Context: an optimization exercise on an open-source flow, tuned for small area and a short achievable clock period. The choices shown serve that exercise and are no tape-out recipe.
In this exercise RTL edits were held to simulation tests only and were not proved equivalent to the original.
No activity file was given, so power comes from the tool's default toggle rates.

## gamma
==> flow/design.v <==
package dmem_pkg;
  localparam logic [15:0] RAM_REGION = 16'h1001;
  localparam logic [15:0] IO_REGION  = 16'h1003;
endpackage
module dmem_ram #(
  parameter int Nloc  = 64,
  parameter int Dbits = 32
) (
  input  logic                      clk,
  input  logic [Nloc/4-1:0]         ins_sel,
  input  logic [Nloc/4-1:0]         ins_keep,
  input  logic [Dbits-1:0]          wdata,
  input  logic [Nloc/2-1:0]         rd_sel,
  output logic [Dbits-1:0]          rdata
);
  logic [Nloc-1:0][Dbits-1:0] ring;
  always_ff @(posedge clk) begin
    for (int i = 0; i < Nloc; i++) begin
      if (i % 4 == 0) begin
        ring[i] <= (ring[(i + Nloc - 1) % Nloc] & {Dbits{ins_keep[i / 4]}})
                 | (wdata & {Dbits{ins_sel[i / 4]}});
      end else begin
        ring[i] <= ring[(i + Nloc - 1) % Nloc];
      end
    end
  end
  always_comb begin
    rdata = '0;
    for (int j = 0; j < Nloc / 2; j++) begin
      rdata = rdata | (ring[2 * j] & {Dbits{rd_sel[j]}});
    end
  end
endmodule
module dmem_responder #(
  parameter int          Nloc        = 64,
  parameter int          Dbits       = 32,
  parameter logic [31:0] RAM_BASE    = {dmem_pkg::RAM_REGION, 16'h0000},
  parameter logic [31:0] IO_BASE     = {dmem_pkg::IO_REGION, 16'h0000}
) (
  input  logic             clk,
  input  logic             reset,
  input  logic             mem_req,
  input  logic             mem_wr,
  input  logic [Dbits-1:0] mem_addr,
  input  logic [Dbits-1:0] mem_writedata,
  output logic [Dbits-1:0] mem_readdata,
  output logic             stall,
  output logic [15:0]      led,
  output logic [Dbits-1:0] cycle_count
);
  localparam int AW = $clog2(Nloc);
  logic c1_q, c2_q, c3_q;
  logic idle;
  logic             wr_q;
  logic             ram_q, led_sel_q, cnt_sel_q;
  logic [AW-1:0]    sqn_q;
  logic [Nloc/2-1:0] tsel_q;
  logic [AW-1:0]    s1;
  logic [Dbits-1:0] wdata_q;
  logic [AW-1:0]    ph_q;
  logic             pv_q;
  logic [AW-1:0]    pnext_q;
  logic [Dbits-1:0] pdata_q;
  logic [Nloc/4-1:0] ins_q;
  logic [Nloc/4-1:0] keep_q;
  logic [Nloc/4-1:0] ins_d;
  logic [Nloc/4-1:0] ins_new;
  logic [Nloc/4-1:0] ins_old;
  logic [AW-1:0]    sq1;
  logic [AW-1:0]    pn1;
  logic             commit_ram;
  logic             pv_d;
  logic [AW-1:0]    pnext_d;
  logic [15:0]      led_q;
  logic [Dbits-1:0] cyc_q;
  logic             is_ram, is_led, is_cnt;
  logic             commit;
  logic             ins_now;
  logic [Dbits-1:0] tap_data;
  logic             byp;
  logic [Dbits-1:0] io_val;
  logic [Dbits-1:0] ram_val;
  logic             hold1;
  logic [Dbits-1:0] rdata_q;
  assign idle   = !(c1_q || c2_q || c3_q);
  assign s1     = mem_addr[AW+1:2] + ph_q;
  assign is_ram = (mem_addr[31:16] == RAM_BASE[31:16]);
  assign is_led = (mem_addr[31:16] == IO_BASE[31:16]) && (mem_addr[15:2] == 14'd0);
  assign is_cnt = (mem_addr[31:16] == IO_BASE[31:16]) && (mem_addr[15:2] == 14'd1);
  assign commit  = c3_q && mem_req && wr_q;
  assign commit_ram = commit && ram_q;
  assign ins_now = pv_q && (pnext_q[1:0] == 2'd0);
  assign pv_d    = commit_ram || (pv_q && !ins_now);
  assign sq1     = sqn_q + 1'b1;
  assign pn1     = pnext_q + 1'b1;
  assign pnext_d = commit_ram ? sq1 : pn1;
  assign ins_new = (sq1[1:0] == 2'd0) ? (Nloc/4)'(1) << sq1[AW-1:2] : '0;
  assign ins_old = (pv_q && !ins_now && (pn1[1:0] == 2'd0)) ? (Nloc/4)'(1) << pn1[AW-1:2] : '0;
  assign ins_d   = commit_ram ? ins_new : ins_old;
  dmem_ram #(
    .Nloc  (Nloc),
    .Dbits (Dbits)
  ) u_ram (
    .clk     (clk),
    .ins_sel (ins_q),
    .ins_keep(keep_q),
    .wdata   (pdata_q),
    .rd_sel  (tsel_q),
    .rdata   (tap_data)
  );
  assign byp = pv_q && (pnext_q == sqn_q);
  always_comb begin
    io_val = '0;
    if (led_sel_q) begin
      io_val = {{(Dbits-16){1'b0}}, led_q};
    end else if (cnt_sel_q) begin
      io_val = cyc_q;
    end
  end
  assign ram_val = byp ? pdata_q : tap_data;
  assign hold1 = c1_q && !wr_q && sqn_q[0];
  always_ff @(posedge clk or posedge reset) begin
    if (reset) begin
      c1_q <= 1'b0;
      c2_q <= 1'b0;
      c3_q <= 1'b0;
    end else begin
      c1_q <= idle && mem_req;
      c2_q <= c1_q && mem_req;
      c3_q <= c2_q && mem_req;
    end
  end
  always_ff @(posedge clk) begin
    ph_q <= ph_q + 1'b1;
    if (idle) begin
      wr_q      <= mem_wr;
      ram_q     <= is_ram;
      led_sel_q <= is_led;
      cnt_sel_q <= is_cnt;
      sqn_q     <= s1;
    end else begin
      sqn_q     <= sqn_q + 1'b1;
    end
    tsel_q <= (Nloc/2)'(1) << (idle ? s1[AW-1:1] : sqn_q[AW-1:1]);
    if (idle) begin
      wdata_q <= mem_writedata;
    end else if (hold1) begin
      wdata_q <= ram_val;
    end
    rdata_q <= !ram_q ? io_val : (sqn_q[0] ? ram_val : wdata_q);
    pv_q    <= pv_d;
    pnext_q <= pnext_d;
    ins_q   <= ins_d;
    keep_q  <= ~ins_d;
    if (commit_ram) begin
      pdata_q <= wdata_q;
    end
  end
  always_ff @(posedge clk or posedge reset) begin
    if (reset) begin
      led_q <= '0;
    end else if (commit && led_sel_q) begin
      led_q <= wdata_q[15:0];
    end
  end
  always_ff @(posedge clk or posedge reset) begin
    if (reset) begin
      cyc_q <= '0;
    end else begin
      cyc_q <= cyc_q + 1'b1;
    end
  end
  assign stall        = mem_req && !c3_q && !reset;
  assign mem_readdata = rdata_q;
  assign led          = led_q;
  assign cycle_count  = cyc_q;
endmodule
export LEC_CHECK = 0
export ABC_CLOCK_PERIOD_IN_PS = 2000
export CAP_MARGIN = 20
export CORE_MARGIN = 2
export CORE_UTILIZATION = 65
export PLACE_DENSITY = 0.75
export SETUP_SLACK_MARGIN = 2.2
export SLEW_MARGIN = 20
create_clock -name core_clock -period 4.4 [get_ports {clk}]
standard.sh (not shown) runs the stock make flow with config.mk's settings and CLKGATE_MAP_FILE= SYNTH_SCRIPT=/design/flow/synth_recipe.tcl, a recipe that flattens the netlist after the stock synthesis.
==> flow/flow/run.sh <==
#!/bin/bash
# Standard layout with port buffers made of plain buffers, free resizing, and a
# clock tree of clkbuf_16 trunks and clkbuf_8 leaves without dummy loads.
set -euo pipefail
CTS="-sink_clustering_enable -repair_clock_nets -sink_clustering_size 16 -sink_clustering_max_diameter 50"
CTS="$CTS -buf_list {sky130_fd_sc_hd__clkbuf_8 sky130_fd_sc_hd__clkbuf_16} -root_buf sky130_fd_sc_hd__clkbuf_16"
CTS="$CTS -sink_clustering_buffer sky130_fd_sc_hd__clkbuf_8 -dont_use_dummy_load"
bash standard.sh 'BUFFER_PORTS_ARGS=-buffer_cell sky130_fd_sc_hd__buf_2' MATCH_CELL_FOOTPRINT=0 "CTS_ARGS=$CTS" finish > run_make.log 2>&1
The final layout from gamma, which completed every stage, passed the timing, design-rule and antenna checks at the end of the flow.
For beta, these inputs were changed with respect to gamma:
diff --git a/flow/design.v b/flow/design.v
--- a/flow/design.v
+++ b/flow/design.v
@@ -76,14 +76,15 @@
   logic             is_ram, is_led, is_cnt;
   logic             commit;
   logic             ins_now;
   logic [Dbits-1:0] tap_data;
   logic             byp;
   logic [Dbits-1:0] io_val;
-  logic [Dbits-1:0] ram_val;
   logic             hold1;
+  logic             w_tap, r_tap;
+  logic [Dbits-1:0] w_alt, r_alt;
   logic [Dbits-1:0] rdata_q;
   assign idle   = !(c1_q || c2_q || c3_q);
   assign s1     = mem_addr[AW+1:2] + ph_q;
   assign is_ram = (mem_addr[31:16] == RAM_BASE[31:16]);
   assign is_led = (mem_addr[31:16] == IO_BASE[31:16]) && (mem_addr[15:2] == 14'd0);
   assign is_cnt = (mem_addr[31:16] == IO_BASE[31:16]) && (mem_addr[15:2] == 14'd1);
@@ -114,13 +115,16 @@
     if (led_sel_q) begin
       io_val = {{(Dbits-16){1'b0}}, led_q};
     end else if (cnt_sel_q) begin
       io_val = cyc_q;
     end
   end
-  assign ram_val = byp ? pdata_q : tap_data;
+  assign w_tap   = !idle && !byp;
+  assign w_alt   = idle ? mem_writedata : pdata_q;
+  assign r_tap   = ram_q && sqn_q[0] && !byp;
+  assign r_alt   = !ram_q ? io_val : (sqn_q[0] ? pdata_q : wdata_q);
   assign hold1 = c1_q && !wr_q && sqn_q[0];
   always_ff @(posedge clk or posedge reset) begin
     if (reset) begin
       c1_q <= 1'b0;
       c2_q <= 1'b0;
       c3_q <= 1'b0;
@@ -139,18 +143,16 @@
       cnt_sel_q <= is_cnt;
       sqn_q     <= s1;
     end else begin
       sqn_q     <= sqn_q + 1'b1;
     end
     tsel_q <= (Nloc/2)'(1) << (idle ? s1[AW-1:1] : sqn_q[AW-1:1]);
-    if (idle) begin
-      wdata_q <= mem_writedata;
-    end else if (hold1) begin
-      wdata_q <= ram_val;
+    if (idle || hold1) begin
+      wdata_q <= w_tap ? tap_data : w_alt;
     end
-    rdata_q <= !ram_q ? io_val : (sqn_q[0] ? ram_val : wdata_q);
+    rdata_q <= r_tap ? tap_data : r_alt;
     pv_q    <= pv_d;
     pnext_q <= pnext_d;
     ins_q   <= ins_d;
     keep_q  <= ~ins_d;
     if (commit_ram) begin
       pdata_q <= wdata_q;
==> comparison <==
- Both conditions hold for beta: the flow ran to the end and the final layout passed the timing, design-rule and antenna checks.
- beta vs. gamma: sequential cell area share increased by 0.31 points relative to the old numbers; overall die area saw little to no change; post-route total power -0.69%.
- NOTE number of clock buffers in the layout gamma->beta decreased slightly
- Peak supply drop delta (beta − gamma): unfavourable
- Fraction of area in multi-input gates delta (beta -> gamma): insignificant
- ~same fmax in beta and gamma

==> separate check: timing with driven ports <==
How much do the figures lean on ideal ports? The routed layouts below were timed once more, with nothing changed but the port constraints.
Step 1 sets driving cells, clkbuf_16 on the clock port and buf_2 on the other inputs (assumed; they add their load-dependent delay and slew).
Step 2 also shifts input and output timing later by t, the mid clock arrival at the registers, as if the neighbouring blocks saw the same clock.
Three values: no drivers, after step 1, after step 2; two values: the first two.
| run | t (ns) | setup slack, ns | hold slack, ns | worst setup path after step 2 |
|---|---|---|---|---|
| gamma | 0.808 | 2.054 / 1.977 / 1.566 | 0.298 / 0.246 / 0.298 | input to register |
| beta | 0.796 | 2.051 / 1.977 / 1.538 | 0.204 / 0.155 / 0.293 | input to register |
After both steps every run listed still meets setup and hold. The setup slack of beta, which loses most, moves by -0.074 ns with the drivers and by -0.513 ns with both steps.
